This is an optimization exercise on Yosys and OpenROAD, whose aim is small area, a short achievable clock period and few clock cycles per item, not a production implementation.
In this exercise RTL edits were held to simulation tests only and were not proved equivalent to the original.
No activity file was given, so power comes from the tool's default toggle rates.

Setup of build 61:
// decode_pipe_top
module decode_pipe_top (
    input  wire             clk,
    input  wire             reset,
    input  wire             in_valid,
    output logic            in_ready,
    input  wire [taurus_decode_pkg::xlen-1:0]  in_pc,
    input  wire [31:0]      in_inst,
    output logic            out_valid,
    input  wire             out_ready,
    output logic [taurus_decode_pkg::xlen-1:0] out_pc,
    output taurus_decode_pkg::inst_fmt_e       out_fmt,
    output logic [4:0]      out_rd,
    output logic [taurus_decode_pkg::xlen-1:0] out_imm,
    output logic [taurus_decode_pkg::xlen-1:0] out_target
);
Size: ~1700 cells after synthesis, ~300 I/O pins, ~13000 um^2 of cells after synthesis.
Settings: LEC_CHECK=0, ABC_AREA=1, CAP_MARGIN=20, CORE_MARGIN=2, CORE_UTILIZATION=65, CTS_CLUSTER_DIAMETER=100, CTS_CLUSTER_SIZE=25, SETUP_SLACK_MARGIN=1.5, SLEW_MARGIN=20; clock period 5.5 ns.
standard.sh (not shown) runs the stock make flow with config.mk's settings and CLKGATE_MAP_FILE= SYNTH_SCRIPT=/design/flow/synth_recipe.tcl, a recipe that flattens the netlist after the stock synthesis.
==> flow/flow/run.sh <==
#!/bin/bash
# The standard layout (standard.sh) with three changes:
#  - the port buffers are the smallest buffer cell (buf_1), resized later as
#    timing needs;
#  - full adders are left to ABC instead of being extracted into adder cells;
#  - the upper-half and lower-half target logic are mapped on their own, so
#    that ABC keeps their depth short;
#  - the slow stacked AND/OR cells are kept out of mapping and resizing, on
#    top of the platform's own don't-use list.
# Each tool's full output is in the ORFS logs under orfs/logs; make's own
# output is in standard.log.
PLATFORM_DONT_USE="sky130_fd_sc_hd__probe_p_8 sky130_fd_sc_hd__probec_p_8 sky130_fd_sc_hd__lpflow_bleeder_1 sky130_fd_sc_hd__lpflow_clkbufkapwr_1 sky130_fd_sc_hd__lpflow_clkbufkapwr_16 sky130_fd_sc_hd__lpflow_clkbufkapwr_2 sky130_fd_sc_hd__lpflow_clkbufkapwr_4 sky130_fd_sc_hd__lpflow_clkbufkapwr_8 sky130_fd_sc_hd__lpflow_clkinvkapwr_1 sky130_fd_sc_hd__lpflow_clkinvkapwr_16 sky130_fd_sc_hd__lpflow_clkinvkapwr_2 sky130_fd_sc_hd__lpflow_clkinvkapwr_4 sky130_fd_sc_hd__lpflow_clkinvkapwr_8 sky130_fd_sc_hd__lpflow_decapkapwr_12 sky130_fd_sc_hd__lpflow_decapkapwr_3 sky130_fd_sc_hd__lpflow_decapkapwr_4 sky130_fd_sc_hd__lpflow_decapkapwr_6 sky130_fd_sc_hd__lpflow_decapkapwr_8 sky130_fd_sc_hd__lpflow_inputiso0n_1 sky130_fd_sc_hd__lpflow_inputiso0p_1 sky130_fd_sc_hd__lpflow_inputiso1n_1 sky130_fd_sc_hd__lpflow_inputiso1p_1 sky130_fd_sc_hd__lpflow_inputisolatch_1 sky130_fd_sc_hd__lpflow_isobufsrc_1 sky130_fd_sc_hd__lpflow_isobufsrc_16 sky130_fd_sc_hd__lpflow_isobufsrc_2 sky130_fd_sc_hd__lpflow_isobufsrc_4 sky130_fd_sc_hd__lpflow_isobufsrc_8 sky130_fd_sc_hd__lpflow_isobufsrckapwr_16 sky130_fd_sc_hd__lpflow_lsbuf_lh_hl_isowell_tap_1 sky130_fd_sc_hd__lpflow_lsbuf_lh_hl_isowell_tap_2 sky130_fd_sc_hd__lpflow_lsbuf_lh_hl_isowell_tap_4 sky130_fd_sc_hd__lpflow_lsbuf_lh_isowell_4 sky130_fd_sc_hd__lpflow_lsbuf_lh_isowell_tap_1 sky130_fd_sc_hd__lpflow_lsbuf_lh_isowell_tap_2 sky130_fd_sc_hd__lpflow_lsbuf_lh_isowell_tap_4"
SLOW=""
for c in a2111o a311o a32o a41o and4 and4b and4bb o2111a o311a o32a o41a or3 or3b or4 or4b or4bb maj3; do
  for n in 1 2 4; do SLOW="$SLOW sky130_fd_sc_hd__${c}_$n"; done
done
bash standard.sh BUFFER_PORTS_ARGS="-buffer_cell sky130_fd_sc_hd__buf_1" ADDER_MAP_FILE= \
  DONT_USE_CELLS="$PLATFORM_DONT_USE$SLOW" SYNTH_KEEP_MODULES="target_hi_stage target_calc_stage" finish > standard.log 2>&1
The final layout from build 61, which completed every stage, passed the timing, design-rule and antenna checks at the end of the flow.
Testbench counts of build 61, summed over its fixed seeds: cycles 9,165, items 8,000.
Setup changes, build 61 to build 47
diff --git a/flow/flow/run.sh b/flow/flow/run.sh
--- a/flow/flow/run.sh
+++ b/flow/flow/run.sh
@@ -2 +2 @@
-# The standard layout (standard.sh) with three changes:
+# The standard layout (standard.sh) with four changes:
@@ -6 +6,2 @@
-#  - the upper-half and lower-half target logic are mapped on their own, so
+#  - the upper-half and lower-half target logic and the adder operands are
+#    mapped on their own (kept as modules through ABC, flattened after), so
@@ -18 +19 @@
-  DONT_USE_CELLS="$PLATFORM_DONT_USE$SLOW" SYNTH_KEEP_MODULES="target_hi_stage target_calc_stage" finish > standard.log 2>&1
+  DONT_USE_CELLS="$PLATFORM_DONT_USE$SLOW" SYNTH_KEEP_MODULES="target_hi_stage target_calc_stage target_operand_stage" finish > standard.log 2>&1
diff --git a/flow/config.mk b/flow/config.mk
--- a/flow/config.mk
+++ b/flow/config.mk
@@ -8 +7,0 @@
-export ABC_AREA = 1
@@ -14 +13 @@
-export SETUP_SLACK_MARGIN = 1.5
+export SETUP_SLACK_MARGIN = 1.8
[summary]
Lower final critical-path share of the clock period among build 47 and build 61: build 61
Build 47 vs build 61, sequential-to-total area share from yosys stat went up by 1.9 points.
Of build 47 and build 61, the run reporting the lower standby leakage power was build 47.
Looking at clock power, build 47 sits about 0.7% higher than build 61 does.
| number of non-filler instances in the completed layout | lower: build 47 |
Summary of build 47 over build 61: internal power rose by about 6.6%, design area rose by about 7%.
Synthesized-area fraction occupied by and/or/nand/nor cells is lower on build 47
Re signed area change from the synthesized netlist to the final layout: build 47 and build 61 aren't equal, and the higher value belongs to build 47.
First-pass GRT wire length shrinks by a little under 10% when moving from build 61 to build 47.
The standard cell with the maximum stage delay on the critical path comes out sky130_fd_sc_hd__a311oi_4 in one run and sky130_fd_sc_hd__a21oi_4 in the other, namely in build 47 and build 61 respectively.
Input-level comparison between build 28 and build 47:
diff --git a/flow/flow/run.sh b/flow/flow/run.sh
--- a/flow/flow/run.sh
+++ b/flow/flow/run.sh
@@ -2 +2 @@
-# The standard layout (standard.sh) with four changes:
+# The standard layout (standard.sh) with three changes:
@@ -6,2 +6 @@
-#  - the upper-half and lower-half target logic and the adder operands are
-#    mapped on their own (kept as modules through ABC, flattened after), so
+#  - the upper-half and lower-half target logic are mapped on their own, so
@@ -19 +18 @@
-  DONT_USE_CELLS="$PLATFORM_DONT_USE$SLOW" SYNTH_KEEP_MODULES="target_hi_stage target_calc_stage target_operand_stage" finish > standard.log 2>&1
+  DONT_USE_CELLS="$PLATFORM_DONT_USE$SLOW" SYNTH_KEEP_MODULES="target_hi_stage target_calc_stage" finish > standard.log 2>&1
Findings:
Build 28 closes out successfully: all stages finished, all timing, DRC and antenna checks passed. Net count after synthesis of build 28 exceeds that of build 47 slightly. Changes observed in build 28 relative to build 47: utilization after layout went down 0.29 points, flip-flop and latch share of the layout cell area went up 1.2 points, aggregate routed wire length went down about 2.6%. Going from build 47 to build 28, number of fillers in the final layout shrinks by 1.3%. Combinational power share came out lower on build 28 than on build 47.

separate check: timing with driven ports:
Ports are ideal in the flow. The routed layouts listed here were re-timed in OpenROAD. Step 1 (the two cells are an assumption about what drives the block):
set clk [get_ports {clk}]
set_driving_cell -lib_cell sky130_fd_sc_hd__clkbuf_16 $clk
set_driving_cell -lib_cell sky130_fd_sc_hd__buf_2 [delete_from_list [all_inputs] $clk]
Step 2 also shifts input and output timing later by t, the mid clock arrival at the registers, as if the neighbouring blocks saw the same clock. Slacks: ideal ports / drivers / drivers and shift; pairs: ideal ports / drivers.
run | t (ns) | setup WS [ns] | worst slew at a driven data input, ns
build 61 | 0.512 | 1.682 / 1.635 / 1.397 | 0.08
build 47 | 0.517 | 1.395 / 1.390 / 0.873 | 0.07
build 28 | 0.515 | 1.796 / 1.750 / 1.273 | 0.07
After both steps setup and hold are still met in every run listed. The setup slack of build 28, which loses most, moves by -0.046 ns with the drivers and by -0.523 ns with both steps.
